What follows belongs to an exercise in optimizing a design on an open flow for small area, a short achievable clock period and few clock cycles per item; a production flow would make more cautious choices. Function was checked by simulation only, so behaviour that the tests miss may differ from the original. No activity file was given, so power comes from the tool's default toggle rates.

<file path="design.v">
module ahb_ml_mac_acc #(
  parameter int DATA_W  = 16,
  parameter int VEC_LEN = 8,
  parameter int ACC_W   = 40
) (
  input  logic        HCLK,
  input  logic        HRESETn,
  input  logic        HSEL,
  input  logic        HREADY,
  input  logic [1:0]  HTRANS,
  input  logic [2:0]  HSIZE,
  input  logic        HWRITE,
  input  logic [31:0] HADDR,
  input  logic [31:0] HWDATA,
  output logic        HREADYOUT,
  output logic [1:0]  HRESP,
  output logic [31:0] HRDATA,
  output logic        IRQ
);
  localparam int SW = 35;    
  logic [DATA_W-1:0] x_q [VEC_LEN];
  logic [DATA_W-1:0] w_q [VEC_LEN];
  logic [VEC_LEN-1:0] vx_q, vw_q;
  logic [3:0]  len_q;
  logic [3:0]  eff_q;
  logic        ie_q, done_q, busy_q, cap_q, restart_q, kill_q, kill2_q, rz_q, irq_q;
  logic        mx_e, mw_e, fnb_q, m_fresh;
  logic [DATA_W-1:0] mx_q, mw_q;
  logic [SW-1:0] s_q;
  logic [SW-1:0] r_q;
  logic [31:0]   hr_q;
  logic       sel;
  logic       a_ctrl_n, a_len_n, a_lo_n, a_hi_n, a_x_n, a_w_n;
  logic [2:0] jn;
  logic       t_ctrl, t_len, t_x, t_w, wr_q;
  logic [2:0] j_q;
  assign sel      = HSEL & HREADY & HTRANS[1];
  assign a_ctrl_n = sel & (HADDR[7:0] == 8'h00);
  assign a_len_n  = sel & (HADDR[7:0] == 8'h04);
  assign a_lo_n   = sel & (HADDR[7:0] == 8'h08);
  assign a_hi_n   = sel & (HADDR[7:0] == 8'h0C);
  assign a_x_n    = sel & (HADDR[7:5] == 3'b010) & (HADDR[1:0] == 2'b00);
  assign a_w_n    = sel & (HADDR[7:5] == 3'b100) & (HADDR[1:0] == 2'b00);
  assign jn       = HADDR[4:2];
  logic d_ctrl, d_len, d_lo, d_hi, d_x, d_w;
  assign d_ctrl = (HADDR[7:0] == 8'h00);
  assign d_len  = (HADDR[7:0] == 8'h04);
  assign d_lo   = (HADDR[7:0] == 8'h08);
  assign d_hi   = (HADDR[7:0] == 8'h0C);
  assign d_x    = (HADDR[7:5] == 3'b010) & (HADDR[1:0] == 2'b00);
  assign d_w    = (HADDR[7:5] == 3'b100) & (HADDR[1:0] == 2'b00);
  always_ff @(posedge HCLK or negedge HRESETn) begin
    if (!HRESETn) begin
      t_ctrl <= 1'b0;
      t_len  <= 1'b0;
      t_x    <= 1'b0;
      t_w    <= 1'b0;
      wr_q   <= 1'b0;
      j_q    <= '0;
    end else begin
      t_ctrl <= a_ctrl_n;
      t_len  <= a_len_n;
      t_x    <= a_x_n;
      t_w    <= a_w_n;
      wr_q   <= HWRITE;
      j_q    <= jn;
    end
  end
  logic        ctrl_we, clear_go, start_go, caught_up;
  logic        wx, ww, wop, len_we, restart;
  logic [3:0]  len_wr;
  logic        len_big;
  logic [VEC_LEN-1:0] vx_next, vw_next;
  assign ctrl_we   = wr_q & t_ctrl;
  assign clear_go  = ctrl_we & HWDATA[1];
  assign start_go  = ctrl_we & HWDATA[0] & ~HWDATA[1] & ~busy_q;
  assign caught_up = (eff_q == len_q) & ~restart_q;
  assign wx      = wr_q & t_x & ~busy_q;
  assign ww      = wr_q & t_w & ~busy_q;
  assign wop     = wx | ww;
  assign len_we  = wr_q & t_len & ~busy_q;
  assign len_big = (|HWDATA[31:4]) | (HWDATA[3] & (|HWDATA[2:0]));
  assign len_wr  = len_big ? 4'd8 : HWDATA[3:0];
  always_comb begin
    for (int i = 0; i < VEC_LEN; i++) begin
      vx_next[i] = vx_q[i] | (wx & (j_q == 3'(i)));
      vw_next[i] = vw_q[i] | (ww & (j_q == 3'(i)));
    end
  end
  always_ff @(posedge HCLK) begin
    for (int i = 0; i < VEC_LEN; i++) begin
      if (wx & (j_q == 3'(i)))
        x_q[i] <= HWDATA[DATA_W-1:0];
      if (ww & (j_q == 3'(i)))
        w_q[i] <= HWDATA[DATA_W-1:0];
    end
  end
  always_ff @(posedge HCLK or negedge HRESETn) begin
    if (!HRESETn) begin
      vx_q  <= '0;
      vw_q  <= '0;
      len_q <= '0;
      ie_q  <= 1'b0;
    end else begin
      vx_q <= vx_next;
      vw_q <= vw_next;
      if (len_we)
        len_q <= len_wr;
      if (ctrl_we)
        ie_q <= HWDATA[2];
    end
  end
  logic        step_full, step_busy, step, valid, hold_x, hold_w;
  logic [2:0]  ei;
  logic [DATA_W-1:0] a_in, b_in;
  logic [3:0]  eff_inc, eff_next;
  assign restart   = (wop & ({1'b0, j_q} < eff_q)) | restart_q;
  assign step_full = ~busy_q & ~len_we &
                     (restart ? (wop & (j_q == 3'd0) & (len_q != 4'd0) & fnb_q & m_fresh)
                              : ((eff_q < len_q) & mx_e & mw_e));
  assign step_busy = busy_q & (eff_q < len_q) & mx_e & mw_e;
  assign step      = step_full | step_busy;
  assign hold_x    = busy_q & mx_e & ~step;
  assign hold_w    = busy_q & mw_e & ~step;
  assign ei    = restart ? 3'd0 : eff_q[2:0];
  assign valid = (wx | vx_q[ei]) & (ww | vw_q[ei]);
  assign a_in = wop ? HWDATA[DATA_W-1:0] : mx_q;
  assign b_in = ww ? mx_q : mw_q;
  assign eff_inc  = eff_q + 4'd1;
  logic [7:0] lt_eff;
  always_comb
    for (int v = 0; v < 8; v++)
      lt_eff[v] = (4'(v) < eff_q);
  assign eff_next = restart ? {3'd0, step} : (step ? eff_inc : eff_q);
  logic [7:0] neg_in, one_in, two_in;
  always_comb begin
    for (int k = 0; k < 8; k++) begin
      logic lo;
      lo = (k == 0) ? 1'b0 : b_in[2*k-1];
      neg_in[k] = b_in[2*k+1];
      one_in[k] = b_in[2*k] ^ lo;
      two_in[k] = (b_in[2*k+1] & ~b_in[2*k] & ~lo) | (~b_in[2*k+1] & b_in[2*k] & lo);
    end
  end
  logic [DATA_W-1:0] a1_q;
  logic [7:0]        neg1_q, one1_q, two1_q;
  logic [SW-1:0]     ms, mc, ps_q, pc_q;
  logic [SW-1:0]     s_next;
  always_ff @(posedge HCLK) begin
    a1_q   <= a_in;
    neg1_q <= (step & valid) ? neg_in : 8'd0;
    one1_q <= (step & valid) ? one_in : 8'd0;
    two1_q <= (step & valid) ? two_in : 8'd0;
  end
  mac_booth_csa u_mul (.a(a1_q), .neg_in(neg1_q), .one_in(one1_q),
                       .two_in(two1_q), .s(ms), .c(mc));
  assign s_next = s_q + ps_q + pc_q;
  always_ff @(posedge HCLK) begin
    ps_q <= ms;
    pc_q <= mc;
    s_q  <= kill_q ? '0 : s_next;
  end
  always_ff @(posedge HCLK or negedge HRESETn) begin
    if (!HRESETn) begin
      eff_q     <= '0;
      restart_q <= 1'b0;
      kill_q    <= 1'b1;
      kill2_q   <= 1'b1;
      fnb_q     <= 1'b0;
    end else begin
      fnb_q     <= ~busy_q;
      eff_q     <= eff_next;
      restart_q <= len_we & ~restart_q & ~(|HWDATA[31:3]) & lt_eff[HWDATA[2:0]];
      kill_q    <= restart | kill2_q;
      kill2_q   <= 1'b0;
    end
  end
  logic busy_next, done_next, ie_next, rz_next;
  logic [3:0] len_next;
  assign busy_next = ~clear_go & (start_go | busy_q) & ~caught_up;
  assign done_next = ~clear_go & ((start_go | busy_q) ? caught_up : done_q);
  assign ie_next   = ctrl_we ? HWDATA[2] : ie_q;
  assign len_next  = len_we ? len_wr : len_q;
  assign rz_next   = clear_go | (rz_q & ~cap_q);
  always_ff @(posedge HCLK or negedge HRESETn) begin
    if (!HRESETn) begin
      busy_q <= 1'b0;
      done_q <= 1'b0;
      cap_q  <= 1'b0;
      rz_q   <= 1'b1;
      irq_q  <= 1'b0;
    end else begin
      busy_q <= busy_next;
      done_q <= done_next;
      cap_q  <= ~clear_go & (start_go | busy_q) & caught_up;
      rz_q   <= rz_next;
      irq_q  <= done_next & ie_next;
    end
  end
  always_ff @(posedge HCLK) begin
    if (cap_q & ~clear_go)
      r_q <= s_next;
  end
  logic [2:0]        kx_n, kw_n;
  logic [DATA_W-1:0] xm, wm;
  logic [SW-1:0]     r_next;
  logic rx_n, rw_n;
  assign rx_n = HADDR[6];
  assign rw_n = HADDR[7];
  assign kx_n = (busy_q ? (rx_n & ~rw_n) : (rx_n | rw_n)) ? jn : eff_next[2:0];
  assign kw_n = (busy_q ? rw_n : (rx_n | rw_n)) ? jn : eff_next[2:0];
  logic byp_x, byp_w, rbyp_x, rbyp_w;
  assign byp_x  = wx & (j_q == kx_n);
  assign byp_w  = ww & (j_q == kw_n);
  assign rbyp_x = wx & (j_q == jn);
  assign rbyp_w = ww & (j_q == jn);
  assign xm = rbyp_x ? HWDATA[DATA_W-1:0] : x_q[kx_n];
  assign wm = rbyp_w ? HWDATA[DATA_W-1:0] : w_q[kw_n];
  assign r_next = cap_q ? s_next : r_q;
  always_ff @(posedge HCLK) begin
    mx_q <= hold_x ? mx_q : x_q[kx_n];
    mw_q <= hold_w ? mw_q : w_q[kw_n];
    mx_e <= hold_x | ((kx_n == eff_next[2:0]) & ~byp_x);
    mw_e <= hold_w | ((kw_n == eff_next[2:0]) & ~byp_w);
    m_fresh <= ~(byp_x | byp_w);
    hr_q <= ({32{d_ctrl}} & {28'd0, 1'b0, ie_next, done_next, busy_next}) |
            ({32{d_len}}  & {28'd0, len_next}) |
            ({32{d_lo & ~rz_next}} & r_next[31:0]) |
            ({32{d_hi & ~rz_next}} & {{29{r_next[SW-1]}}, r_next[SW-1:32]}) |
            ({32{d_x & vx_next[jn]}} & {{16{xm[DATA_W-1]}}, xm}) |
            ({32{d_w & vw_next[jn]}} & {{16{wm[DATA_W-1]}}, wm});
  end
  assign HRDATA    = hr_q;
  assign HREADYOUT = 1'b1;
  assign HRESP     = 2'b00;
  assign IRQ       = irq_q;
  logic unused_ok;
  assign unused_ok = ^{HSIZE, HTRANS[0], HADDR[31:8]};
endmodule
module mac_booth_csa (
  input  logic [15:0] a,
  input  logic [7:0] neg_in,
  input  logic [7:0] one_in,
  input  logic [7:0] two_in,
  output logic [34:0] s,
  output logic [34:0] c
);
  logic [7:0] neg, one, two;
  assign neg = neg_in;
  assign one = one_in;
  assign two = two_in;
  logic pp0_0;
  logic pp0_1;
  logic pp0_2;
  logic pp0_3;
  logic pp0_4;
  logic pp0_5;
  logic pp0_6;
  logic pp0_7;
  logic pp0_8;
  logic pp0_9;
  logic pp0_10;
  logic pp0_11;
  logic pp0_12;
  logic pp0_13;
  logic pp0_14;
  logic pp0_15;
  logic pp0_16;
  logic pp0_17;
  logic pp0_17n;
  logic pp1_0;
  logic pp1_1;
  logic pp1_2;
  logic pp1_3;
  logic pp1_4;
  logic pp1_5;
  logic pp1_6;
  logic pp1_7;
  logic pp1_8;
  logic pp1_9;
  logic pp1_10;
  logic pp1_11;
  logic pp1_12;
  logic pp1_13;
  logic pp1_14;
  logic pp1_15;
  logic pp1_16;
  logic pp1_17;
  logic pp1_17n;
  logic pp2_0;
  logic pp2_1;
  logic pp2_2;
  logic pp2_3;
  logic pp2_4;
  logic pp2_5;
  logic pp2_6;
  logic pp2_7;
  logic pp2_8;
  logic pp2_9;
  logic pp2_10;
  logic pp2_11;
  logic pp2_12;
  logic pp2_13;
  logic pp2_14;
  logic pp2_15;
  logic pp2_16;
  logic pp2_17;
  logic pp2_17n;
  logic pp3_0;
  logic pp3_1;
  logic pp3_2;
  logic pp3_3;
  logic pp3_4;
  logic pp3_5;
  logic pp3_6;
  logic pp3_7;
  logic pp3_8;
  logic pp3_9;
  logic pp3_10;
  logic pp3_11;
  logic pp3_12;
  logic pp3_13;
  logic pp3_14;
  logic pp3_15;
  logic pp3_16;
  logic pp3_17;
  logic pp3_17n;
  logic pp4_0;
  logic pp4_1;
  logic pp4_2;
  logic pp4_3;
  logic pp4_4;
  logic pp4_5;
  logic pp4_6;
  logic pp4_7;
  logic pp4_8;
  logic pp4_9;
  logic pp4_10;
  logic pp4_11;
  logic pp4_12;
  logic pp4_13;
  logic pp4_14;
  logic pp4_15;
  logic pp4_16;
  logic pp4_17;
  logic pp4_17n;
  logic pp5_0;
  logic pp5_1;
  logic pp5_2;
  logic pp5_3;
  logic pp5_4;
  logic pp5_5;
  logic pp5_6;
  logic pp5_7;
  logic pp5_8;
  logic pp5_9;
  logic pp5_10;
  logic pp5_11;
  logic pp5_12;
  logic pp5_13;
  logic pp5_14;
  logic pp5_15;
  logic pp5_16;
  logic pp5_17;
  logic pp5_17n;
  logic pp6_0;
  logic pp6_1;
  logic pp6_2;
  logic pp6_3;
  logic pp6_4;
  logic pp6_5;
  logic pp6_6;
  logic pp6_7;
  logic pp6_8;
  logic pp6_9;
  logic pp6_10;
  logic pp6_11;
  logic pp6_12;
  logic pp6_13;
  logic pp6_14;
  logic pp6_15;
  logic pp6_16;
  logic pp6_17;
  logic pp6_17n;
  logic pp7_0;
  logic pp7_1;
  logic pp7_2;
  logic pp7_3;
  logic pp7_4;
  logic pp7_5;
  logic pp7_6;
  logic pp7_7;
  logic pp7_8;
  logic pp7_9;
  logic pp7_10;
  logic pp7_11;
  logic pp7_12;
  logic pp7_13;
  logic pp7_14;
  logic pp7_15;
  logic pp7_16;
  logic pp7_17;
  logic pp7_17n;
  logic s1;
  logic c2;
  logic s3;
  logic c4;
  logic s5;
  logic c6;
  logic s7;
  logic c8;
  logic s9;
  logic c10;
  logic s11;
  logic c12;
  logic s13;
  logic c14;
  logic s15;
  logic c16;
  logic s17;
  logic c18;
  logic s19;
  logic c20;
  logic s21;
  logic c22;
  logic s23;
  logic c24;
  logic s25;
  logic c26;
  logic s27;
  logic c28;
  logic s29;
  logic c30;
  logic s31;
  logic c32;
  logic s33;
  logic c34;
  logic s35;
  logic c36;
  logic s37;
  logic c38;
  logic s39;
  logic c40;
  logic s41;
  logic c42;
  logic s43;
  logic c44;
  logic s45;
  logic c46;
  logic s47;
  logic c48;
  logic s49;
  logic c50;
  logic s51;
  logic c52;
  logic s53;
  logic c54;
  logic s55;
  logic c56;
  logic s57;
  logic c58;
  logic s59;
  logic c60;
  logic s61;
  logic c62;
  logic s63;
  logic c64;
  logic s65;
  logic c66;
  logic s67;
  logic c68;
  logic s69;
  logic c70;
  logic s71;
  logic c72;
  logic s73;
  logic c74;
  logic s75;
  logic c76;
  logic s77;
  logic c78;
  logic s79;
  logic c80;
  logic s81;
  logic c82;
  logic s83;
  logic c84;
  logic s85;
  logic c86;
  logic s87;
  logic c88;
  logic s89;
  logic c90;
  logic s91;
  logic c92;
  logic s93;
  logic c94;
  logic s95;
  logic c96;
  logic s97;
  logic c98;
  logic s99;
  logic c100;
  logic s101;
  logic c102;
  logic s103;
  logic c104;
  logic s105;
  logic c106;
  logic s107;
  logic c108;
  logic s109;
  logic c110;
  logic s111;
  logic c112;
  logic s113;
  logic c114;
  logic s115;
  logic c116;
  logic s117;
  logic c118;
  logic s119;
  logic c120;
  logic s121;
  logic c122;
  logic s123;
  logic c124;
  logic s125;
  logic c126;
  logic s127;
  logic c128;
  logic s129;
  logic c130;
  logic s131;
  logic c132;
  logic s133;
  logic c134;
  logic s135;
  logic c136;
  logic s137;
  logic c138;
  logic s139;
  logic c140;
  logic s141;
  logic c142;
  logic s143;
  logic c144;
  logic s145;
  logic c146;
  logic s147;
  logic c148;
  logic s149;
  logic c150;
  logic s151;
  logic c152;
  logic s153;
  logic c154;
  logic s155;
  logic c156;
  logic s157;
  logic c158;
  logic s159;
  logic c160;
  logic s161;
  logic c162;
  logic s163;
  logic c164;
  logic s165;
  logic c166;
  logic s167;
  logic c168;
  logic s169;
  logic c170;
  logic s171;
  logic c172;
  logic s173;
  logic c174;
  logic s175;
  logic c176;
  logic s177;
  logic c178;
  logic s179;
  logic c180;
  logic s181;
  logic c182;
  logic s183;
  logic c184;
  logic s185;
  logic c186;
  logic s187;
  logic c188;
  logic s189;
  logic c190;
  logic s191;
  logic c192;
  logic s193;
  logic c194;
  logic s195;
  logic c196;
  logic s197;
  logic c198;
  logic s199;
  logic c200;
  logic s201;
  logic c202;
  logic s203;
  logic c204;
  logic s205;
  logic c206;
  logic s207;
  logic c208;
  logic s209;
  logic c210;
  logic s211;
  logic c212;
  logic s213;
  logic c214;
  logic s215;
  logic c216;
  logic s217;
  logic c218;
  logic s219;
  logic c220;
  logic s221;
  logic c222;
  logic s223;
  logic c224;
  logic s225;
  logic c226;
  logic s227;
  logic c228;
  logic s229;
  logic c230;
  logic s231;
  logic c232;
  logic s233;
  logic c234;
  logic s235;
  logic c236;
  logic s237;
  logic c238;
  assign pp0_0 = ((one[0] & a[0]) | (two[0] & 1'b0)) ^ neg[0];
  assign pp0_1 = ((one[0] & a[1]) | (two[0] & a[0])) ^ neg[0];
  assign pp0_2 = ((one[0] & a[2]) | (two[0] & a[1])) ^ neg[0];
  assign pp0_3 = ((one[0] & a[3]) | (two[0] & a[2])) ^ neg[0];
  assign pp0_4 = ((one[0] & a[4]) | (two[0] & a[3])) ^ neg[0];
  assign pp0_5 = ((one[0] & a[5]) | (two[0] & a[4])) ^ neg[0];
  assign pp0_6 = ((one[0] & a[6]) | (two[0] & a[5])) ^ neg[0];
  assign pp0_7 = ((one[0] & a[7]) | (two[0] & a[6])) ^ neg[0];
  assign pp0_8 = ((one[0] & a[8]) | (two[0] & a[7])) ^ neg[0];
  assign pp0_9 = ((one[0] & a[9]) | (two[0] & a[8])) ^ neg[0];
  assign pp0_10 = ((one[0] & a[10]) | (two[0] & a[9])) ^ neg[0];
  assign pp0_11 = ((one[0] & a[11]) | (two[0] & a[10])) ^ neg[0];
  assign pp0_12 = ((one[0] & a[12]) | (two[0] & a[11])) ^ neg[0];
  assign pp0_13 = ((one[0] & a[13]) | (two[0] & a[12])) ^ neg[0];
  assign pp0_14 = ((one[0] & a[14]) | (two[0] & a[13])) ^ neg[0];
  assign pp0_15 = ((one[0] & a[15]) | (two[0] & a[14])) ^ neg[0];
  assign pp0_16 = ((one[0] & a[15]) | (two[0] & a[15])) ^ neg[0];
  assign pp0_17 = ((one[0] & a[15]) | (two[0] & a[15])) ^ neg[0];
  assign pp0_17n = ~pp0_17;
  assign pp1_0 = ((one[1] & a[0]) | (two[1] & 1'b0)) ^ neg[1];
  assign pp1_1 = ((one[1] & a[1]) | (two[1] & a[0])) ^ neg[1];
  assign pp1_2 = ((one[1] & a[2]) | (two[1] & a[1])) ^ neg[1];
  assign pp1_3 = ((one[1] & a[3]) | (two[1] & a[2])) ^ neg[1];
  assign pp1_4 = ((one[1] & a[4]) | (two[1] & a[3])) ^ neg[1];
  assign pp1_5 = ((one[1] & a[5]) | (two[1] & a[4])) ^ neg[1];
  assign pp1_6 = ((one[1] & a[6]) | (two[1] & a[5])) ^ neg[1];
  assign pp1_7 = ((one[1] & a[7]) | (two[1] & a[6])) ^ neg[1];
  assign pp1_8 = ((one[1] & a[8]) | (two[1] & a[7])) ^ neg[1];
  assign pp1_9 = ((one[1] & a[9]) | (two[1] & a[8])) ^ neg[1];
  assign pp1_10 = ((one[1] & a[10]) | (two[1] & a[9])) ^ neg[1];
  assign pp1_11 = ((one[1] & a[11]) | (two[1] & a[10])) ^ neg[1];
  assign pp1_12 = ((one[1] & a[12]) | (two[1] & a[11])) ^ neg[1];
  assign pp1_13 = ((one[1] & a[13]) | (two[1] & a[12])) ^ neg[1];
  assign pp1_14 = ((one[1] & a[14]) | (two[1] & a[13])) ^ neg[1];
  assign pp1_15 = ((one[1] & a[15]) | (two[1] & a[14])) ^ neg[1];
  assign pp1_16 = ((one[1] & a[15]) | (two[1] & a[15])) ^ neg[1];
  assign pp1_17 = ((one[1] & a[15]) | (two[1] & a[15])) ^ neg[1];
  assign pp1_17n = ~pp1_17;
  assign pp2_0 = ((one[2] & a[0]) | (two[2] & 1'b0)) ^ neg[2];
  assign pp2_1 = ((one[2] & a[1]) | (two[2] & a[0])) ^ neg[2];
  assign pp2_2 = ((one[2] & a[2]) | (two[2] & a[1])) ^ neg[2];
  assign pp2_3 = ((one[2] & a[3]) | (two[2] & a[2])) ^ neg[2];
  assign pp2_4 = ((one[2] & a[4]) | (two[2] & a[3])) ^ neg[2];
  assign pp2_5 = ((one[2] & a[5]) | (two[2] & a[4])) ^ neg[2];
  assign pp2_6 = ((one[2] & a[6]) | (two[2] & a[5])) ^ neg[2];
  assign pp2_7 = ((one[2] & a[7]) | (two[2] & a[6])) ^ neg[2];
  assign pp2_8 = ((one[2] & a[8]) | (two[2] & a[7])) ^ neg[2];
  assign pp2_9 = ((one[2] & a[9]) | (two[2] & a[8])) ^ neg[2];
  assign pp2_10 = ((one[2] & a[10]) | (two[2] & a[9])) ^ neg[2];
  assign pp2_11 = ((one[2] & a[11]) | (two[2] & a[10])) ^ neg[2];
  assign pp2_12 = ((one[2] & a[12]) | (two[2] & a[11])) ^ neg[2];
  assign pp2_13 = ((one[2] & a[13]) | (two[2] & a[12])) ^ neg[2];
  assign pp2_14 = ((one[2] & a[14]) | (two[2] & a[13])) ^ neg[2];
  assign pp2_15 = ((one[2] & a[15]) | (two[2] & a[14])) ^ neg[2];
  assign pp2_16 = ((one[2] & a[15]) | (two[2] & a[15])) ^ neg[2];
  assign pp2_17 = ((one[2] & a[15]) | (two[2] & a[15])) ^ neg[2];
  assign pp2_17n = ~pp2_17;
  assign pp3_0 = ((one[3] & a[0]) | (two[3] & 1'b0)) ^ neg[3];
  assign pp3_1 = ((one[3] & a[1]) | (two[3] & a[0])) ^ neg[3];
  assign pp3_2 = ((one[3] & a[2]) | (two[3] & a[1])) ^ neg[3];
  assign pp3_3 = ((one[3] & a[3]) | (two[3] & a[2])) ^ neg[3];
  assign pp3_4 = ((one[3] & a[4]) | (two[3] & a[3])) ^ neg[3];
  assign pp3_5 = ((one[3] & a[5]) | (two[3] & a[4])) ^ neg[3];
  assign pp3_6 = ((one[3] & a[6]) | (two[3] & a[5])) ^ neg[3];
  assign pp3_7 = ((one[3] & a[7]) | (two[3] & a[6])) ^ neg[3];
  assign pp3_8 = ((one[3] & a[8]) | (two[3] & a[7])) ^ neg[3];
  assign pp3_9 = ((one[3] & a[9]) | (two[3] & a[8])) ^ neg[3];
  assign pp3_10 = ((one[3] & a[10]) | (two[3] & a[9])) ^ neg[3];
  assign pp3_11 = ((one[3] & a[11]) | (two[3] & a[10])) ^ neg[3];
  assign pp3_12 = ((one[3] & a[12]) | (two[3] & a[11])) ^ neg[3];
  assign pp3_13 = ((one[3] & a[13]) | (two[3] & a[12])) ^ neg[3];
  assign pp3_14 = ((one[3] & a[14]) | (two[3] & a[13])) ^ neg[3];
  assign pp3_15 = ((one[3] & a[15]) | (two[3] & a[14])) ^ neg[3];
  assign pp3_16 = ((one[3] & a[15]) | (two[3] & a[15])) ^ neg[3];
  assign pp3_17 = ((one[3] & a[15]) | (two[3] & a[15])) ^ neg[3];
  assign pp3_17n = ~pp3_17;
  assign pp4_0 = ((one[4] & a[0]) | (two[4] & 1'b0)) ^ neg[4];
  assign pp4_1 = ((one[4] & a[1]) | (two[4] & a[0])) ^ neg[4];
  assign pp4_2 = ((one[4] & a[2]) | (two[4] & a[1])) ^ neg[4];
  assign pp4_3 = ((one[4] & a[3]) | (two[4] & a[2])) ^ neg[4];
  assign pp4_4 = ((one[4] & a[4]) | (two[4] & a[3])) ^ neg[4];
  assign pp4_5 = ((one[4] & a[5]) | (two[4] & a[4])) ^ neg[4];
  assign pp4_6 = ((one[4] & a[6]) | (two[4] & a[5])) ^ neg[4];
  assign pp4_7 = ((one[4] & a[7]) | (two[4] & a[6])) ^ neg[4];
  assign pp4_8 = ((one[4] & a[8]) | (two[4] & a[7])) ^ neg[4];
  assign pp4_9 = ((one[4] & a[9]) | (two[4] & a[8])) ^ neg[4];
  assign pp4_10 = ((one[4] & a[10]) | (two[4] & a[9])) ^ neg[4];
  assign pp4_11 = ((one[4] & a[11]) | (two[4] & a[10])) ^ neg[4];
  assign pp4_12 = ((one[4] & a[12]) | (two[4] & a[11])) ^ neg[4];
  assign pp4_13 = ((one[4] & a[13]) | (two[4] & a[12])) ^ neg[4];
  assign pp4_14 = ((one[4] & a[14]) | (two[4] & a[13])) ^ neg[4];
  assign pp4_15 = ((one[4] & a[15]) | (two[4] & a[14])) ^ neg[4];
  assign pp4_16 = ((one[4] & a[15]) | (two[4] & a[15])) ^ neg[4];
  assign pp4_17 = ((one[4] & a[15]) | (two[4] & a[15])) ^ neg[4];
  assign pp4_17n = ~pp4_17;
  assign pp5_0 = ((one[5] & a[0]) | (two[5] & 1'b0)) ^ neg[5];
  assign pp5_1 = ((one[5] & a[1]) | (two[5] & a[0])) ^ neg[5];
  assign pp5_2 = ((one[5] & a[2]) | (two[5] & a[1])) ^ neg[5];
  assign pp5_3 = ((one[5] & a[3]) | (two[5] & a[2])) ^ neg[5];
  assign pp5_4 = ((one[5] & a[4]) | (two[5] & a[3])) ^ neg[5];
  assign pp5_5 = ((one[5] & a[5]) | (two[5] & a[4])) ^ neg[5];
  assign pp5_6 = ((one[5] & a[6]) | (two[5] & a[5])) ^ neg[5];
  assign pp5_7 = ((one[5] & a[7]) | (two[5] & a[6])) ^ neg[5];
  assign pp5_8 = ((one[5] & a[8]) | (two[5] & a[7])) ^ neg[5];
  assign pp5_9 = ((one[5] & a[9]) | (two[5] & a[8])) ^ neg[5];
  assign pp5_10 = ((one[5] & a[10]) | (two[5] & a[9])) ^ neg[5];
  assign pp5_11 = ((one[5] & a[11]) | (two[5] & a[10])) ^ neg[5];
  assign pp5_12 = ((one[5] & a[12]) | (two[5] & a[11])) ^ neg[5];
  assign pp5_13 = ((one[5] & a[13]) | (two[5] & a[12])) ^ neg[5];
  assign pp5_14 = ((one[5] & a[14]) | (two[5] & a[13])) ^ neg[5];
  assign pp5_15 = ((one[5] & a[15]) | (two[5] & a[14])) ^ neg[5];
  assign pp5_16 = ((one[5] & a[15]) | (two[5] & a[15])) ^ neg[5];
  assign pp5_17 = ((one[5] & a[15]) | (two[5] & a[15])) ^ neg[5];
  assign pp5_17n = ~pp5_17;
  assign pp6_0 = ((one[6] & a[0]) | (two[6] & 1'b0)) ^ neg[6];
  assign pp6_1 = ((one[6] & a[1]) | (two[6] & a[0])) ^ neg[6];
  assign pp6_2 = ((one[6] & a[2]) | (two[6] & a[1])) ^ neg[6];
  assign pp6_3 = ((one[6] & a[3]) | (two[6] & a[2])) ^ neg[6];
  assign pp6_4 = ((one[6] & a[4]) | (two[6] & a[3])) ^ neg[6];
  assign pp6_5 = ((one[6] & a[5]) | (two[6] & a[4])) ^ neg[6];
  assign pp6_6 = ((one[6] & a[6]) | (two[6] & a[5])) ^ neg[6];
  assign pp6_7 = ((one[6] & a[7]) | (two[6] & a[6])) ^ neg[6];
  assign pp6_8 = ((one[6] & a[8]) | (two[6] & a[7])) ^ neg[6];
  assign pp6_9 = ((one[6] & a[9]) | (two[6] & a[8])) ^ neg[6];
  assign pp6_10 = ((one[6] & a[10]) | (two[6] & a[9])) ^ neg[6];
  assign pp6_11 = ((one[6] & a[11]) | (two[6] & a[10])) ^ neg[6];
  assign pp6_12 = ((one[6] & a[12]) | (two[6] & a[11])) ^ neg[6];
  assign pp6_13 = ((one[6] & a[13]) | (two[6] & a[12])) ^ neg[6];
  assign pp6_14 = ((one[6] & a[14]) | (two[6] & a[13])) ^ neg[6];
  assign pp6_15 = ((one[6] & a[15]) | (two[6] & a[14])) ^ neg[6];
  assign pp6_16 = ((one[6] & a[15]) | (two[6] & a[15])) ^ neg[6];
  assign pp6_17 = ((one[6] & a[15]) | (two[6] & a[15])) ^ neg[6];
  assign pp6_17n = ~pp6_17;
  assign pp7_0 = ((one[7] & a[0]) | (two[7] & 1'b0)) ^ neg[7];
  assign pp7_1 = ((one[7] & a[1]) | (two[7] & a[0])) ^ neg[7];
  assign pp7_2 = ((one[7] & a[2]) | (two[7] & a[1])) ^ neg[7];
  assign pp7_3 = ((one[7] & a[3]) | (two[7] & a[2])) ^ neg[7];
  assign pp7_4 = ((one[7] & a[4]) | (two[7] & a[3])) ^ neg[7];
  assign pp7_5 = ((one[7] & a[5]) | (two[7] & a[4])) ^ neg[7];
  assign pp7_6 = ((one[7] & a[6]) | (two[7] & a[5])) ^ neg[7];
  assign pp7_7 = ((one[7] & a[7]) | (two[7] & a[6])) ^ neg[7];
  assign pp7_8 = ((one[7] & a[8]) | (two[7] & a[7])) ^ neg[7];
  assign pp7_9 = ((one[7] & a[9]) | (two[7] & a[8])) ^ neg[7];
  assign pp7_10 = ((one[7] & a[10]) | (two[7] & a[9])) ^ neg[7];
  assign pp7_11 = ((one[7] & a[11]) | (two[7] & a[10])) ^ neg[7];
  assign pp7_12 = ((one[7] & a[12]) | (two[7] & a[11])) ^ neg[7];
  assign pp7_13 = ((one[7] & a[13]) | (two[7] & a[12])) ^ neg[7];
  assign pp7_14 = ((one[7] & a[14]) | (two[7] & a[13])) ^ neg[7];
  assign pp7_15 = ((one[7] & a[15]) | (two[7] & a[14])) ^ neg[7];
  assign pp7_16 = ((one[7] & a[15]) | (two[7] & a[15])) ^ neg[7];
  assign pp7_17 = ((one[7] & a[15]) | (two[7] & a[15])) ^ neg[7];
  assign pp7_17n = ~pp7_17;
  assign s1 = pp0_10 ^ pp1_8;
  assign c2 = pp0_10 & pp1_8;
  assign s3 = pp0_11 ^ pp1_9;
  assign c4 = pp0_11 & pp1_9;
  assign s5 = pp0_12 ^ pp1_10 ^ pp2_8;
  assign c6 = (pp0_12 & pp1_10) | (pp0_12 & pp2_8) | (pp1_10 & pp2_8);
  assign s7 = pp3_6 ^ pp4_4;
  assign c8 = pp3_6 & pp4_4;
  assign s9 = pp0_13 ^ pp1_11 ^ pp2_9;
  assign c10 = (pp0_13 & pp1_11) | (pp0_13 & pp2_9) | (pp1_11 & pp2_9);
  assign s11 = pp3_7 ^ pp4_5;
  assign c12 = pp3_7 & pp4_5;
  assign s13 = pp0_14 ^ pp1_12 ^ pp2_10;
  assign c14 = (pp0_14 & pp1_12) | (pp0_14 & pp2_10) | (pp1_12 & pp2_10);
  assign s15 = pp3_8 ^ pp4_6 ^ pp5_4;
  assign c16 = (pp3_8 & pp4_6) | (pp3_8 & pp5_4) | (pp4_6 & pp5_4);
  assign s17 = pp6_2 ^ pp7_0;
  assign c18 = pp6_2 & pp7_0;
  assign s19 = pp0_15 ^ pp1_13 ^ pp2_11;
  assign c20 = (pp0_15 & pp1_13) | (pp0_15 & pp2_11) | (pp1_13 & pp2_11);
  assign s21 = pp3_9 ^ pp4_7 ^ pp5_5;
  assign c22 = (pp3_9 & pp4_7) | (pp3_9 & pp5_5) | (pp4_7 & pp5_5);
  assign s23 = pp6_3 ^ pp7_1;
  assign c24 = pp6_3 & pp7_1;
  assign s25 = pp0_16 ^ pp1_14 ^ pp2_12;
  assign c26 = (pp0_16 & pp1_14) | (pp0_16 & pp2_12) | (pp1_14 & pp2_12);
  assign s27 = pp3_10 ^ pp4_8 ^ pp5_6;
  assign c28 = (pp3_10 & pp4_8) | (pp3_10 & pp5_6) | (pp4_8 & pp5_6);
  assign s29 = pp6_4 ^ pp7_2;
  assign c30 = pp6_4 & pp7_2;
  assign s31 = 1'b1 ^ pp0_17n ^ pp1_15;
  assign c32 = (1'b1 & pp0_17n) | (1'b1 & pp1_15) | (pp0_17n & pp1_15);
  assign s33 = pp2_13 ^ pp3_11 ^ pp4_9;
  assign c34 = (pp2_13 & pp3_11) | (pp2_13 & pp4_9) | (pp3_11 & pp4_9);
  assign s35 = pp5_7 ^ pp6_5 ^ pp7_3;
  assign c36 = (pp5_7 & pp6_5) | (pp5_7 & pp7_3) | (pp6_5 & pp7_3);
  assign s37 = 1'b1 ^ pp1_16 ^ pp2_14;
  assign c38 = (1'b1 & pp1_16) | (1'b1 & pp2_14) | (pp1_16 & pp2_14);
  assign s39 = pp3_12 ^ pp4_10 ^ pp5_8;
  assign c40 = (pp3_12 & pp4_10) | (pp3_12 & pp5_8) | (pp4_10 & pp5_8);
  assign s41 = pp6_6 ^ pp7_4;
  assign c42 = pp6_6 & pp7_4;
  assign s43 = pp1_17n ^ pp2_15 ^ pp3_13;
  assign c44 = (pp1_17n & pp2_15) | (pp1_17n & pp3_13) | (pp2_15 & pp3_13);
  assign s45 = pp4_11 ^ pp5_9 ^ pp6_7;
  assign c46 = (pp4_11 & pp5_9) | (pp4_11 & pp6_7) | (pp5_9 & pp6_7);
  assign s47 = 1'b1 ^ pp2_16 ^ pp3_14;
  assign c48 = (1'b1 & pp2_16) | (1'b1 & pp3_14) | (pp2_16 & pp3_14);
  assign s49 = pp4_12 ^ pp5_10;
  assign c50 = pp4_12 & pp5_10;
  assign s51 = pp2_17n ^ pp3_15 ^ pp4_13;
  assign c52 = (pp2_17n & pp3_15) | (pp2_17n & pp4_13) | (pp3_15 & pp4_13);
  assign s53 = 1'b1 ^ pp3_16;
  assign c54 = 1'b1 & pp3_16;
  assign s55 = pp0_6 ^ pp1_4;
  assign c56 = pp0_6 & pp1_4;
  assign s57 = pp0_7 ^ pp1_5;
  assign c58 = pp0_7 & pp1_5;
  assign s59 = pp0_8 ^ pp1_6 ^ pp2_4;
  assign c60 = (pp0_8 & pp1_6) | (pp0_8 & pp2_4) | (pp1_6 & pp2_4);
  assign s61 = pp3_2 ^ pp4_0;
  assign c62 = pp3_2 & pp4_0;
  assign s63 = pp0_9 ^ pp1_7 ^ pp2_5;
  assign c64 = (pp0_9 & pp1_7) | (pp0_9 & pp2_5) | (pp1_7 & pp2_5);
  assign s65 = pp3_3 ^ pp4_1;
  assign c66 = pp3_3 & pp4_1;
  assign s67 = s1 ^ pp2_6 ^ pp3_4;
  assign c68 = (s1 & pp2_6) | (s1 & pp3_4) | (pp2_6 & pp3_4);
  assign s69 = pp4_2 ^ pp5_0 ^ neg[5];
  assign c70 = (pp4_2 & pp5_0) | (pp4_2 & neg[5]) | (pp5_0 & neg[5]);
  assign s71 = c2 ^ s3 ^ pp2_7;
  assign c72 = (c2 & s3) | (c2 & pp2_7) | (s3 & pp2_7);
  assign s73 = pp3_5 ^ pp4_3 ^ pp5_1;
  assign c74 = (pp3_5 & pp4_3) | (pp3_5 & pp5_1) | (pp4_3 & pp5_1);
  assign s75 = c4 ^ s5 ^ s7;
  assign c76 = (c4 & s5) | (c4 & s7) | (s5 & s7);
  assign s77 = pp5_2 ^ pp6_0 ^ neg[6];
  assign c78 = (pp5_2 & pp6_0) | (pp5_2 & neg[6]) | (pp6_0 & neg[6]);
  assign s79 = c6 ^ c8 ^ s9;
  assign c80 = (c6 & c8) | (c6 & s9) | (c8 & s9);
  assign s81 = s11 ^ pp5_3 ^ pp6_1;
  assign c82 = (s11 & pp5_3) | (s11 & pp6_1) | (pp5_3 & pp6_1);
  assign s83 = c10 ^ c12 ^ s13;
  assign c84 = (c10 & c12) | (c10 & s13) | (c12 & s13);
  assign s85 = s15 ^ s17 ^ neg[7];
  assign c86 = (s15 & s17) | (s15 & neg[7]) | (s17 & neg[7]);
  assign s87 = c14 ^ c16 ^ c18;
  assign c88 = (c14 & c16) | (c14 & c18) | (c16 & c18);
  assign s89 = s19 ^ s21 ^ s23;
  assign c90 = (s19 & s21) | (s19 & s23) | (s21 & s23);
  assign s91 = c20 ^ c22 ^ c24;
  assign c92 = (c20 & c22) | (c20 & c24) | (c22 & c24);
  assign s93 = s25 ^ s27 ^ s29;
  assign c94 = (s25 & s27) | (s25 & s29) | (s27 & s29);
  assign s95 = c26 ^ c28 ^ c30;
  assign c96 = (c26 & c28) | (c26 & c30) | (c28 & c30);
  assign s97 = s31 ^ s33 ^ s35;
  assign c98 = (s31 & s33) | (s31 & s35) | (s33 & s35);
  assign s99 = c32 ^ c34 ^ c36;
  assign c100 = (c32 & c34) | (c32 & c36) | (c34 & c36);
  assign s101 = s37 ^ s39 ^ s41;
  assign c102 = (s37 & s39) | (s37 & s41) | (s39 & s41);
  assign s103 = c38 ^ c40 ^ c42;
  assign c104 = (c38 & c40) | (c38 & c42) | (c40 & c42);
  assign s105 = s43 ^ s45 ^ pp7_5;
  assign c106 = (s43 & s45) | (s43 & pp7_5) | (s45 & pp7_5);
  assign s107 = c44 ^ c46 ^ s47;
  assign c108 = (c44 & c46) | (c44 & s47) | (c46 & s47);
  assign s109 = s49 ^ pp6_8 ^ pp7_6;
  assign c110 = (s49 & pp6_8) | (s49 & pp7_6) | (pp6_8 & pp7_6);
  assign s111 = c48 ^ c50 ^ s51;
  assign c112 = (c48 & c50) | (c48 & s51) | (c50 & s51);
  assign s113 = pp5_11 ^ pp6_9 ^ pp7_7;
  assign c114 = (pp5_11 & pp6_9) | (pp5_11 & pp7_7) | (pp6_9 & pp7_7);
  assign s115 = c52 ^ s53 ^ pp4_14;
  assign c116 = (c52 & s53) | (c52 & pp4_14) | (s53 & pp4_14);
  assign s117 = pp5_12 ^ pp6_10 ^ pp7_8;
  assign c118 = (pp5_12 & pp6_10) | (pp5_12 & pp7_8) | (pp6_10 & pp7_8);
  assign s119 = c54 ^ pp3_17n ^ pp4_15;
  assign c120 = (c54 & pp3_17n) | (c54 & pp4_15) | (pp3_17n & pp4_15);
  assign s121 = pp5_13 ^ pp6_11 ^ pp7_9;
  assign c122 = (pp5_13 & pp6_11) | (pp5_13 & pp7_9) | (pp6_11 & pp7_9);
  assign s123 = 1'b1 ^ pp4_16 ^ pp5_14;
  assign c124 = (1'b1 & pp4_16) | (1'b1 & pp5_14) | (pp4_16 & pp5_14);
  assign s125 = pp6_12 ^ pp7_10;
  assign c126 = pp6_12 & pp7_10;
  assign s127 = pp4_17n ^ pp5_15 ^ pp6_13;
  assign c128 = (pp4_17n & pp5_15) | (pp4_17n & pp6_13) | (pp5_15 & pp6_13);
  assign s129 = 1'b1 ^ pp5_16;
  assign c130 = 1'b1 & pp5_16;
  assign s131 = pp0_4 ^ pp1_2;
  assign c132 = pp0_4 & pp1_2;
  assign s133 = pp0_5 ^ pp1_3;
  assign c134 = pp0_5 & pp1_3;
  assign s135 = s55 ^ pp2_2 ^ pp3_0;
  assign c136 = (s55 & pp2_2) | (s55 & pp3_0) | (pp2_2 & pp3_0);
  assign s137 = c56 ^ s57 ^ pp2_3;
  assign c138 = (c56 & s57) | (c56 & pp2_3) | (s57 & pp2_3);
  assign s139 = c58 ^ s59 ^ s61;
  assign c140 = (c58 & s59) | (c58 & s61) | (s59 & s61);
  assign s141 = c60 ^ c62 ^ s63;
  assign c142 = (c60 & c62) | (c60 & s63) | (c62 & s63);
  assign s143 = c64 ^ c66 ^ s67;
  assign c144 = (c64 & c66) | (c64 & s67) | (c66 & s67);
  assign s145 = c68 ^ c70 ^ s71;
  assign c146 = (c68 & c70) | (c68 & s71) | (c70 & s71);
  assign s147 = c72 ^ c74 ^ s75;
  assign c148 = (c72 & c74) | (c72 & s75) | (c74 & s75);
  assign s149 = c76 ^ c78 ^ s79;
  assign c150 = (c76 & c78) | (c76 & s79) | (c78 & s79);
  assign s151 = c80 ^ c82 ^ s83;
  assign c152 = (c80 & c82) | (c80 & s83) | (c82 & s83);
  assign s153 = c84 ^ c86 ^ s87;
  assign c154 = (c84 & c86) | (c84 & s87) | (c86 & s87);
  assign s155 = c88 ^ c90 ^ s91;
  assign c156 = (c88 & c90) | (c88 & s91) | (c90 & s91);
  assign s157 = c92 ^ c94 ^ s95;
  assign c158 = (c92 & c94) | (c92 & s95) | (c94 & s95);
  assign s159 = c96 ^ c98 ^ s99;
  assign c160 = (c96 & c98) | (c96 & s99) | (c98 & s99);
  assign s161 = c100 ^ c102 ^ s103;
  assign c162 = (c100 & c102) | (c100 & s103) | (c102 & s103);
  assign s163 = c104 ^ c106 ^ s107;
  assign c164 = (c104 & c106) | (c104 & s107) | (c106 & s107);
  assign s165 = c108 ^ c110 ^ s111;
  assign c166 = (c108 & c110) | (c108 & s111) | (c110 & s111);
  assign s167 = c112 ^ c114 ^ s115;
  assign c168 = (c112 & c114) | (c112 & s115) | (c114 & s115);
  assign s169 = c116 ^ c118 ^ s119;
  assign c170 = (c116 & c118) | (c116 & s119) | (c118 & s119);
  assign s171 = c120 ^ c122 ^ s123;
  assign c172 = (c120 & c122) | (c120 & s123) | (c122 & s123);
  assign s173 = c124 ^ c126 ^ s127;
  assign c174 = (c124 & c126) | (c124 & s127) | (c126 & s127);
  assign s175 = c128 ^ s129 ^ pp6_14;
  assign c176 = (c128 & s129) | (c128 & pp6_14) | (s129 & pp6_14);
  assign s177 = c130 ^ pp5_17n ^ pp6_15;
  assign c178 = (c130 & pp5_17n) | (c130 & pp6_15) | (pp5_17n & pp6_15);
  assign s179 = 1'b1 ^ pp6_16;
  assign c180 = 1'b1 & pp6_16;
  assign s181 = pp0_2 ^ pp1_0;
  assign c182 = pp0_2 & pp1_0;
  assign s183 = pp0_3 ^ pp1_1;
  assign c184 = pp0_3 & pp1_1;
  assign s185 = s131 ^ pp2_0 ^ neg[2];
  assign c186 = (s131 & pp2_0) | (s131 & neg[2]) | (pp2_0 & neg[2]);
  assign s187 = c132 ^ s133 ^ pp2_1;
  assign c188 = (c132 & s133) | (c132 & pp2_1) | (s133 & pp2_1);
  assign s189 = c134 ^ s135 ^ neg[3];
  assign c190 = (c134 & s135) | (c134 & neg[3]) | (s135 & neg[3]);
  assign s191 = c136 ^ s137 ^ pp3_1;
  assign c192 = (c136 & s137) | (c136 & pp3_1) | (s137 & pp3_1);
  assign s193 = c138 ^ s139 ^ neg[4];
  assign c194 = (c138 & s139) | (c138 & neg[4]) | (s139 & neg[4]);
  assign s195 = c140 ^ s141 ^ s65;
  assign c196 = (c140 & s141) | (c140 & s65) | (s141 & s65);
  assign s197 = c142 ^ s143 ^ s69;
  assign c198 = (c142 & s143) | (c142 & s69) | (s143 & s69);
  assign s199 = c144 ^ s145 ^ s73;
  assign c200 = (c144 & s145) | (c144 & s73) | (s145 & s73);
  assign s201 = c146 ^ s147 ^ s77;
  assign c202 = (c146 & s147) | (c146 & s77) | (s147 & s77);
  assign s203 = c148 ^ s149 ^ s81;
  assign c204 = (c148 & s149) | (c148 & s81) | (s149 & s81);
  assign s205 = c150 ^ s151 ^ s85;
  assign c206 = (c150 & s151) | (c150 & s85) | (s151 & s85);
  assign s207 = c152 ^ s153 ^ s89;
  assign c208 = (c152 & s153) | (c152 & s89) | (s153 & s89);
  assign s209 = c154 ^ s155 ^ s93;
  assign c210 = (c154 & s155) | (c154 & s93) | (s155 & s93);
  assign s211 = c156 ^ s157 ^ s97;
  assign c212 = (c156 & s157) | (c156 & s97) | (s157 & s97);
  assign s213 = c158 ^ s159 ^ s101;
  assign c214 = (c158 & s159) | (c158 & s101) | (s159 & s101);
  assign s215 = c160 ^ s161 ^ s105;
  assign c216 = (c160 & s161) | (c160 & s105) | (s161 & s105);
  assign s217 = c162 ^ s163 ^ s109;
  assign c218 = (c162 & s163) | (c162 & s109) | (s163 & s109);
  assign s219 = c164 ^ s165 ^ s113;
  assign c220 = (c164 & s165) | (c164 & s113) | (s165 & s113);
  assign s221 = c166 ^ s167 ^ s117;
  assign c222 = (c166 & s167) | (c166 & s117) | (s167 & s117);
  assign s223 = c168 ^ s169 ^ s121;
  assign c224 = (c168 & s169) | (c168 & s121) | (s169 & s121);
  assign s225 = c170 ^ s171 ^ s125;
  assign c226 = (c170 & s171) | (c170 & s125) | (s171 & s125);
  assign s227 = c172 ^ s173 ^ pp7_11;
  assign c228 = (c172 & s173) | (c172 & pp7_11) | (s173 & pp7_11);
  assign s229 = c174 ^ s175 ^ pp7_12;
  assign c230 = (c174 & s175) | (c174 & pp7_12) | (s175 & pp7_12);
  assign s231 = c176 ^ s177 ^ pp7_13;
  assign c232 = (c176 & s177) | (c176 & pp7_13) | (s177 & pp7_13);
  assign s233 = c178 ^ s179 ^ pp7_14;
  assign c234 = (c178 & s179) | (c178 & pp7_14) | (s179 & pp7_14);
  assign s235 = c180 ^ pp6_17n ^ pp7_15;
  assign c236 = (c180 & pp6_17n) | (c180 & pp7_15) | (pp6_17n & pp7_15);
  assign s237 = 1'b1 ^ pp7_16;
  assign c238 = 1'b1 & pp7_16;
  assign s[0] = pp0_0;
  assign c[0] = neg[0];
  assign s[1] = pp0_1;
  assign c[1] = 1'b0;
  assign s[2] = s181;
  assign c[2] = neg[1];
  assign s[3] = c182;
  assign c[3] = s183;
  assign s[4] = c184;
  assign c[4] = s185;
  assign s[5] = c186;
  assign c[5] = s187;
  assign s[6] = c188;
  assign c[6] = s189;
  assign s[7] = c190;
  assign c[7] = s191;
  assign s[8] = c192;
  assign c[8] = s193;
  assign s[9] = c194;
  assign c[9] = s195;
  assign s[10] = c196;
  assign c[10] = s197;
  assign s[11] = c198;
  assign c[11] = s199;
  assign s[12] = c200;
  assign c[12] = s201;
  assign s[13] = c202;
  assign c[13] = s203;
  assign s[14] = c204;
  assign c[14] = s205;
  assign s[15] = c206;
  assign c[15] = s207;
  assign s[16] = c208;
  assign c[16] = s209;
  assign s[17] = c210;
  assign c[17] = s211;
  assign s[18] = c212;
  assign c[18] = s213;
  assign s[19] = c214;
  assign c[19] = s215;
  assign s[20] = c216;
  assign c[20] = s217;
  assign s[21] = c218;
  assign c[21] = s219;
  assign s[22] = c220;
  assign c[22] = s221;
  assign s[23] = c222;
  assign c[23] = s223;
  assign s[24] = c224;
  assign c[24] = s225;
  assign s[25] = c226;
  assign c[25] = s227;
  assign s[26] = c228;
  assign c[26] = s229;
  assign s[27] = c230;
  assign c[27] = s231;
  assign s[28] = c232;
  assign c[28] = s233;
  assign s[29] = c234;
  assign c[29] = s235;
  assign s[30] = c236;
  assign c[30] = s237;
  assign s[31] = c238;
  assign c[31] = pp7_17n;
  assign s[32] = 1'b1;
  assign c[32] = 1'b0;
  assign s[33] = 1'b1;
  assign c[33] = 1'b0;
  assign s[34] = 1'b1;
  assign c[34] = 1'b0;
endmodule
</file>
<file path="flow/run.sh">
#!/bin/bash
# The standard ORFS layout (standard.sh: the standard synthesis, then
# floorplan, placement, CTS and routing), with two changes to how it is made:
#  - repair_timing is asked to leave setup slack beyond the clock period
#    (SETUP_SLACK_MARGIN, in ns), so it sizes the paths for speed;
#  - every port still gets a buffer, but a plain buf_2 instead of the delay
#    cell buffer_ports picks by default.
# The SDC, the clock period and all other settings are the standard flow's.
set -euo pipefail
MARGIN=${MARGIN:-7.25}
bash standard.sh SETUP_SLACK_MARGIN=$MARGIN \
  "BUFFER_PORTS_ARGS=-buffer_cell sky130_fd_sc_hd__buf_2" \
  finish > flow_make.log 2>&1
</file>
<file path="standard.sh">
#!/bin/bash
# synth_recipe.tcl (not shown) runs the flow's synth.tcl, then flattens the netlist and writes it again
# the make line also repeats each setting of config.mk as NAME=value (left out here)
make -C /OpenROAD-flow-scripts/flow DESIGN_CONFIG=/design/flow/config.mk WORK_HOME=/design/flow/orfs CLKGATE_MAP_FILE= SYNTH_SCRIPT=/design/flow/synth_recipe.tcl "${@:-finish}"
</file>
<file path="config.mk">
export PLATFORM = sky130hd
export DESIGN_NAME = ahb_ml_mac_acc
export DESIGN_NICKNAME = ahb_ml_mac_acc
export VERILOG_FILES = /design/flow/design.v
export SDC_FILE = /design/flow/constraint.sdc
export NUM_CORES = 4
export LEC_CHECK = 0
export ABC_AREA = 1
export CAP_MARGIN = 10
export CORE_MARGIN = 2
export CORE_UTILIZATION = 70
export CTS_CLUSTER_DIAMETER = 60
export CTS_CLUSTER_SIZE = 35
export SLEW_MARGIN = 10
</file>
<file path="constraint.sdc">
create_clock -name core_clock -period 11.0 [get_ports {HCLK}]
set_input_delay 2.2000 -clock core_clock [delete_from_list [all_inputs] [get_ports {HCLK}]]
set_output_delay 2.2000 -clock core_clock [all_outputs]
set_load 0.01 [all_outputs]
</file>
==> results of run 1 <==
-- cells in the mapped netlist, types with 13 or more instances --
cell,instances
a21oi_1,116
buf_1,17
buf_2,38
clkbuf_1,64
dfrtp_1,39
dfxtp_1,172
edfxtp_1,323
fa_1,119
ha_1,64
inv_1,373
nand2_1,393
nand2_2,13
nand3_1,119
nand3_2,19
nand4_1,171
nor2_1,268
nor3_1,23
nor4_1,13
o21ai_0,92
o21ai_1,27
o22ai_1,124
or2_2,26
xor2_1,158
-- kinds of logic (layout without fill, tap and decap cells) --
family                     Yosys count  count (layout)
AOI/OAI and AO/OA                  400             401
xor gates and xnor gates           167             167
adders and majority gates          183             183
buffers and inverters              519             607
DFF                                537             537
muxes                                8               8
other                                2               4
and+or+nand+nor                   1073            1090
-- final timing paths --
path | from | to | depth (start not counted)
worst max-delay path | HADDR[6] | hr_q[3]$_DFF_P_ | 14
worst min-delay path | one1_q[0]$_SDFF_PN0_ | ps_q[0]$_DFF_P_ | 2
worst max register to register | a1_q[9]$_DFF_P_ | pc_q[14]$_DFF_P_ | 9
worst min register to register | one1_q[0]$_SDFF_PN0_ | ps_q[0]$_DFF_P_ | 2
max in group asynchronous | HRESETn | vx_q[4]$_DFF_PN0_ | 1
min in group asynchronous | HRESETn | t_x$_DFF_PN0_ | 1
-- cells in the final DEF (no fill, tap or decap), types with 62 or more instances in the layout --
cell type and instances:
a21oi_1 111, buf_2 72, buf_4 63, dfxtp_1 169, edfxtp_1 323, fa_1 119
ha_1 62, inv_1 360, nand2_1 372, nand3_1 116, nand4_1 171, nor2_1 245
o21ai_0 89, o22ai_1 124, xor2_1 157
-- layout make-up --
cell class              count  area (um2)  area share (%)
repair buffers            154        1160            3.66
clock inverters            26         367            1.15
clock buffers              41         993            3.13
well taps                 525         657            2.07
inverters                 386        1490            4.68
flip-flops and latches    537       14200            44.7
multi-input cells        1853       12900            40.6
-- per-stage QoR --
step | cells | hold slack, ps | cell area (um2) | worst slack, ps
3_3_place_gp | 3391 | 462 | 29100 | 5730
5_1_grt | 3522 | 501 | 31700 | 7180
3_5_place_dp | 3391 | 469 | 29100 | 5650
2_1_floorplan | 2891 | 329 | 28400 | 7250
4_1_cts | 3496 | 485 | 31200 | 7250
6_report | 3522 | 487 | 31700 | 7190
-- worst reg2reg max path, cell delays in order, from the launching register on --
cell,delay [ps]
dfxtp_1,360
clkinvlp_4,370
o22ai_1,310
xor2_1,250
fa_1,480
fa_1,560
inv_1,60
fa_1,520
inv_1,50
fa_1,560
-- flip-flops by register name, indices dropped and copies added (netlist names), 3 cells and up --
register  cells
a1_q         16
s_q          35
hr_q         32
eff_q         4
r_q          35
vx_q          8
mx_q         16
vw_q          8
ps_q         32
two1_q        8
j_q           3
pc_q         30
len_q         4
mw_q         16
x_q         128
w_q         128
one1_q        8
neg1_q        8
-- where the power goes --
part	leakage [nW]	total [mW]	internal [mW]	switching (mW)
combinational	8.70	1.94	0.592	1.34
clock	0.652	1.56	0.757	0.799
sequential	4.88	2.42	2.32	0.106
-- routing by layer --
metal / track usage [%] / vias to the layer above / wire length (um)
li1: - / 9950 / -
met5: 0 / - / 0
met1: 47.2 / 10579 / 29200
met4: 26.0 / 0 / 6420
met3: 6.91 / 316 / 8160
met2: 65.1 / 1441 / 40000
-- what timing repair did --
item                       4_1_cts  5_1_grt
gates cloned                    12        7
buffers inserted                26       19
pin swaps                       24       28
gates resized for setup         74       80
setup endpoints to repair       72       48
==> summary.txt, run 1 <==
status: timing/DRC/antenna clean
Gate Count Post-Synth: 2889
CTS Sinks: 537
Crit Path Class: in -> reg
clock-pin slew on the worst setup and hold paths: 80 ps
crit-path max FO: 44
DIE AREA: 42200 um2
final setup vio count: 0
number of remaining DRC errors: 0
Initial Utilization: 71.1%
DRT Pass-1 Iters: 13
Design Power: 5.92 mW
Fmax achieved: 263 MHz
gpl congestion: 0.936
Max-cap violations: 0
number of inserted diodes: 0
Hold Crit Class: reg -> reg
die width: 205 um
DR vias: 22286
TNS Setup: 0 ps
post-layout min period: 3810 ps
I/O Pins: 110
Async SR Flop Fraction: 7.82%
Bufs and invs on worst path: 5
initial antenna violation count: 1
CP Data Required Time: 11440 ps
EDFF count, synth: 323
worst-skew pair later-pin latency: 600 ps
Final Hold Fails: 0
simple-gate portion of the synthesized area: 18.0%
first-pass GRT wire length: 122 mm
leak pwr: 14.2 nW
CP arrival: 4250 ps
die height: 205 um
Global Route Usage Sum: 39.2%
core area: 39900 um2
final worst path period share: 34.6%
CTS tree: yes
Filler cells: 2551
post-synth top area share: 34.2%
Post-Syn Area: 28400 um2
Final Max Tran Viols: 0
Power per Cell Area: 186 nW/um2
predominant post-synthesis flop cell: edfxtp_1
area leader, netlist: edfxtp_1
Post-CTS Hold Buffers: 0
share of cells above drive strength 1: 14.0%
port bufs: 78
nets@finish: 3226
Row Count: 73
CP top delay family: simple AND/OR/NAND/NOR gates
CTS root buf: clkbuf_16
critical path, cell by cell: buf_2 -> inv_2 -> o21ai_4 -> buf_12 -> inv_1 -> nand4_1 -> nand2_2 -> buf_12 -> nand3_4 -> o21ai_1 -> nor2_2 -> nand4_1 -> nand2_1 -> nand3_1
xor and xnor area share after synthesis: 5.15%
Max VDD drop: 0.000152 V
GR Overflow Total: 0
Worst Max-Slew Pin Slew: 1170 ps
Syn Area/Cell: 9.83 um2
WL final: 83.8 mm
Synth Warn #: 3
CP max stage delay: 280 ps
DRT iter0 DRCs: 2699
fin util: 79.5%
proportion of synthesized area in mux cells: 0.282%
Antenna Nets Post-Route: 0
worst clock skew: 30.2 ps
Detail Placement HPWL: 53.8 mm
routed wire length per instance: 23.8 um
sequential-to-total area share from yosys stat: 50.0%
Worst Setup Start Kind: input pin
Compound-Gate Fraction of Synth Area: 8.03%
RSZ-0062 raised after global routing: yes
reg2reg setup slack: 7320 ps
largest cells by area after synthesis: edfxtp_1 (34%), dfxtp_1 (12%), fa_1 (8.4%)
CP max stage cell: nand4_1
Synth Area in Adders: 11.2%
#FFs+latches synth: 537
main combinational cell family by area after synthesis: simple AND/OR/NAND/NOR gates
largest net degree at the start of global routing: 58
vias in the first global route: 21643
CTS max path bufs: 3
vias per inst: 6.33
H-tree Lvls: 2
post-synthesis cell type count: 60
worst rel slew slack: 22.1%
area growth from synthesis to layout: 11.8%
CP Capture Type: flop
CTS buffer count: 37
Testbench counts, summed over its fixed seeds: cycles 28,076, items 2,000.
==> inputs of run 2 (changes only) <==
--- a/design.v
+++ b/design.v
@@ -29,6 +29,7 @@
   logic [SW-1:0] s_q;
   logic [SW-1:0] r_q;
   logic [31:0]   hr_q;
+  logic [DATA_W-1:0] hx_q;
   logic       sel;
   logic       a_ctrl_n, a_len_n, a_lo_n, a_hi_n, a_x_n, a_w_n;
   logic [2:0] jn;
@@ -226,11 +227,11 @@
     hr_q <= ({32{d_ctrl}} & {28'd0, 1'b0, ie_next, done_next, busy_next}) |
             ({32{d_len}}  & {28'd0, len_next}) |
             ({32{d_lo & ~rz_next}} & r_next[31:0]) |
-            ({32{d_hi & ~rz_next}} & {{29{r_next[SW-1]}}, r_next[SW-1:32]}) |
-            ({32{d_x & vx_next[jn]}} & {{16{xm[DATA_W-1]}}, xm}) |
-            ({32{d_w & vw_next[jn]}} & {{16{wm[DATA_W-1]}}, wm});
+            ({32{d_hi & ~rz_next}} & {{29{r_next[SW-1]}}, r_next[SW-1:32]});
+    hx_q <= ({DATA_W{d_x & vx_next[jn]}} & xm) |
+            ({DATA_W{d_w & vw_next[jn]}} & wm);
   end
-  assign HRDATA    = hr_q;
+  assign HRDATA    = hr_q | {{16{hx_q[DATA_W-1]}}, hx_q};
   assign HREADYOUT = 1'b1;
   assign HRESP     = 2'b00;
   assign IRQ       = irq_q;
==> run 2 against run 1 <==
Wire length is 1.2% higher. Critical path depth rose by 1. Still clean. Flip-flop and latch count is 16 higher. First-iteration DRC count is 6.5% higher. Area after synthesis up 1.1%. Critical path type unchanged. Worst hold slack improved by 2.4 ps. Worst setup slack lost 2.4 ps. Combinational power up 5%. Global-route usage fell by 2.3 points. Highest routed layer unchanged. Die area grew 1.1%. Sequential power increased by 3%. Utilization fell by 0.91 points.
==> summary.txt, run 2 <==
status: timing/DRC/antenna clean
Final Max Tran Viols: 0
Worst Setup Start Kind: input pin
initial antenna violation count: 0
worst rel slew slack: 28.4%
Post-synth top cells: inv_1 (359), nand2_1 (358), edfxtp_1 (323), nor2_1 (274), nand4_1 (225)
Syn Area/Cell: 9.96 um2
CP max stage cell: nand4_1
RSZ-0062 raised after global routing: yes
fin cells: 3511
DR vias: 22527
worst-skew pair later-pin latency: 610 ps
placed cell areas: 29200 um2
post-synth top area share: 33.8%
nets@finish: 3210
proportion of synthesized area in mux cells: 0.314%
final instance area: 32000 um2
Power per Cell Area: 191 nW/um2
Antenna Nets Post-Route: 0
largest cells by area after synthesis: edfxtp_1 (34%), dfxtp_1 (13%), fa_1 (8.3%)
Max VDD drop: 0.000176 V
DIE AREA: 42700 um2
EDFF count, synth: 323
port bufs: 78
area leader, netlist: edfxtp_1
die width: 207 um
I/O Pins: 110
xor and xnor area share after synthesis: 5.31%
vias in the first global route: 21002
Bufs and invs on worst path: 5
crit-path max FO: 14
gpl congestion: 0.997
Crit Path Class: in -> reg
TNS Setup: 0 ps
CP Capture Type: flop
H-tree Lvls: 2
CP max stage delay: 320 ps
#FFs+latches synth: 553
CP Data Required Time: 11490 ps
leak pwr: 14.3 nW
number of remaining DRC errors: 0
number of inserted diodes: 0
Detail Placement HPWL: 53.3 mm
WL final: 84.8 mm
die height: 207 um
top-count cell post-synth: inv_1
Seq. cell area: 14500 um2
Synth Area in Adders: 11.1%
DRT iter0 DRCs: 2874
CTS max path bufs: 3
core area: 40600 um2
final worst path period share: 34.6%
DRT Pass-1 Iters: 6
Filler cells: 2568
Cells after DPL: 3374
worst clock skew: 43.7 ps
area growth from synthesis to layout: 11.3%
post-layout min period: 3810 ps
post-synthesis cell type count: 55
Final Hold Fails: 0
leading registers by flop count: w_q x128, x_q x128
Worst Max-Slew Pin Slew: 1070 ps
final setup vio count: 0
GR Overflow Total: 0
Compound-Gate Fraction of Synth Area: 7.92%
Multi-input gate area: 12700 um2
vias per inst: 6.42
first-pass GRT wire length: 118 mm
Async SR Flop Fraction: 7.59%
Post-CTS Hold Buffers: 0
sequential-to-total area share from yosys stat: 50.5%
Row Count: 74
largest net degree at the start of global routing: 67
most frequent cells in the layout: inv_1 (350), nand2_1 (340), edfxtp_1 (323)
main combinational cell family by area after synthesis: simple AND/OR/NAND/NOR gates
critical path, cell by cell: buf_2 -> inv_2 -> o21ai_4 -> buf_4 -> nand2_4 -> nand3_2 -> nand2_4 -> buf_12 -> nand3_4 -> buf_4 -> o21ai_0 -> nor2_1 -> nand4_1 -> nand2_1 -> nand2_2
CTS root buf: clkbuf_16
CTS tree: yes
CTS buffer count: 36
routed wire length per instance: 24.2 um
CTS Sinks: 553
CP arrival: 4300 ps
Post-Syn Area: 28700 um2
Hold Crit Class: reg -> reg
Fmax achieved: 263 MHz
Global Route Usage Sum: 36.9%
commonest non-fill, non-tap cell in the layout: inv_1
Synth Warn #: 3
Max-cap violations: 0
simple-gate portion of the synthesized area: 17.4%
predominant post-synthesis flop cell: edfxtp_1
clock-pin slew on the worst setup and hold paths: 110 ps
Initial Utilization: 70.7%
Gate Count Post-Synth: 2883
share of cells above drive strength 1: 13.9%
CP top delay family: simple AND/OR/NAND/NOR gates
## run 2: changes by cell type after synthesis, moves of 16 or more
cell | before | now
nand4_1 | 171 | 225
nand2_1 | 393 | 358
o21ai_0 | 92 | 143
dfxtp_1 | 172 | 188
or2_2 | 26 | 55
nand3_1 | 119 | 67
a21oi_1 | 116 | 82
## run 2: layer usage
layer,vias up,GRT usage (%),wire length [um]
met3,341,6.28,8270
met1,10777,45.9,29300
li1,9922,-,-
met5,-,0,0
met2,1487,61.1,40800
met4,0,21.9,6500
## run 2: cell families (layout without fill, tap and decap cells)
family | after synthesis | in the layout
compound gates | 402 | 402
xor+xnor | 174 | 174
fa+ha+maj | 183 | 183
buf+inv | 513 | 595
flops | 553 | 553
mux | 9 | 9
other cells | 2 | 4
simple gates | 1047 | 1059
## run 2: final timing paths
check                                  start                end  slack [ps]  cells past startpoint
setup / recovery                    HADDR[6]   hx_q[14]$_DFF_P_        7190                     15
hold / removal             vx_q[3]$_DFF_PN0_  vx_q[3]$_DFF_PN0_         490                      2
setup reg to reg             a1_q[9]$_DFF_P_   pc_q[14]$_DFF_P_        7310                      9
hold reg to reg            vx_q[3]$_DFF_PN0_  vx_q[3]$_DFF_PN0_         490                      2
max in group asynchronous            HRESETn    cap_q$_DFF_PN0_        8560                      1
min in group asynchronous            HRESETn   j_q[2]$_DFF_PN0_        1760                      1
## run 2: area by class of cell
type	count	area share [%]
clock buffer	38	2.91
clock inverter	26	1.45
inverter	368	4.39
multi-input combinational	1831	39.7
sequential	553	45.5
tap	532	2.08
timing repair buffer	162	3.98
timing repair inverter	1	0.0235
## run 2: through the flow
stage | worst slack, ps | hold slack, ps | total power [mW] | utilization (%)
after floorplan | 7280 | 329 | 3.72 | -
after global placement | 6140 | 454 | 4.20 | 71.9
after detailed placement | 6110 | 466 | 4.24 | 71.9
after CTS | 7170 | 489 | 5.83 | 76.1
after global routing | 7190 | 513 | 6.35 | 78.6
final | 7190 | 489 | 6.11 | 78.6
## run 2: report_power, final
group          internal, mW  total, mW  switching (mW)  leakage, nW
Sequential             2.38       2.50           0.114         5.01
Combinational         0.635       2.04            1.41         8.61
Clock                 0.704       1.57           0.864        0.663
Total                  3.72       6.11            2.38         14.3
## run 2: worst register-to-register path, stage by stage, from the launching register on
cell	delay, ps
dfxtp_1	310
inv_1	550
o22ai_1	220
xor2_1	210
fa_1	520
fa_1	540
inv_1	50
fa_1	530
inv_1	60
fa_1	540
## run 2: repair_timing
item,CTS,global route
pin swaps,7,30
gates cloned,3,17
setup endpoints to repair,100,80
setup buffers,5,48
resized for setup,44,86
Testbench counts of run 2, summed over its fixed seeds: cycles 28,076, items 2,000.

==> static timing again, ports no longer ideal <==
No port has a modelled driver above. Below, the same layouts with a new extraction and two added sets of constraints. Step 1: set_driving_cell puts a clkbuf_16 on HCLK and a buf_2 on each other input, an assumption about the parent block. Step 2 adds t to the input delays and takes it off the output delays; t is the mean of the earliest and latest rising clock arrival at the registers after step 1. Input paths then give back, and output paths get back, about the clock's delay inside the block. Slacks: ideal / step 1 / step 2; pairs: ideal / step 1.
run	shift t [ns]	setup WS [ns]	worst hold slack (ns)	cell pins on the clock port's net
run 1	0.649	7.194 / 7.231 / 6.583	0.487 / 0.487 / 0.487	1
run 2	0.645	7.191 / 7.224 / 6.578	0.489 / 0.489 / 0.489	1
After both steps every run listed still meets setup and hold. The setup slack of run 2, which loses most, moves by +0.033 ns with the drivers and by -0.613 ns with both steps.
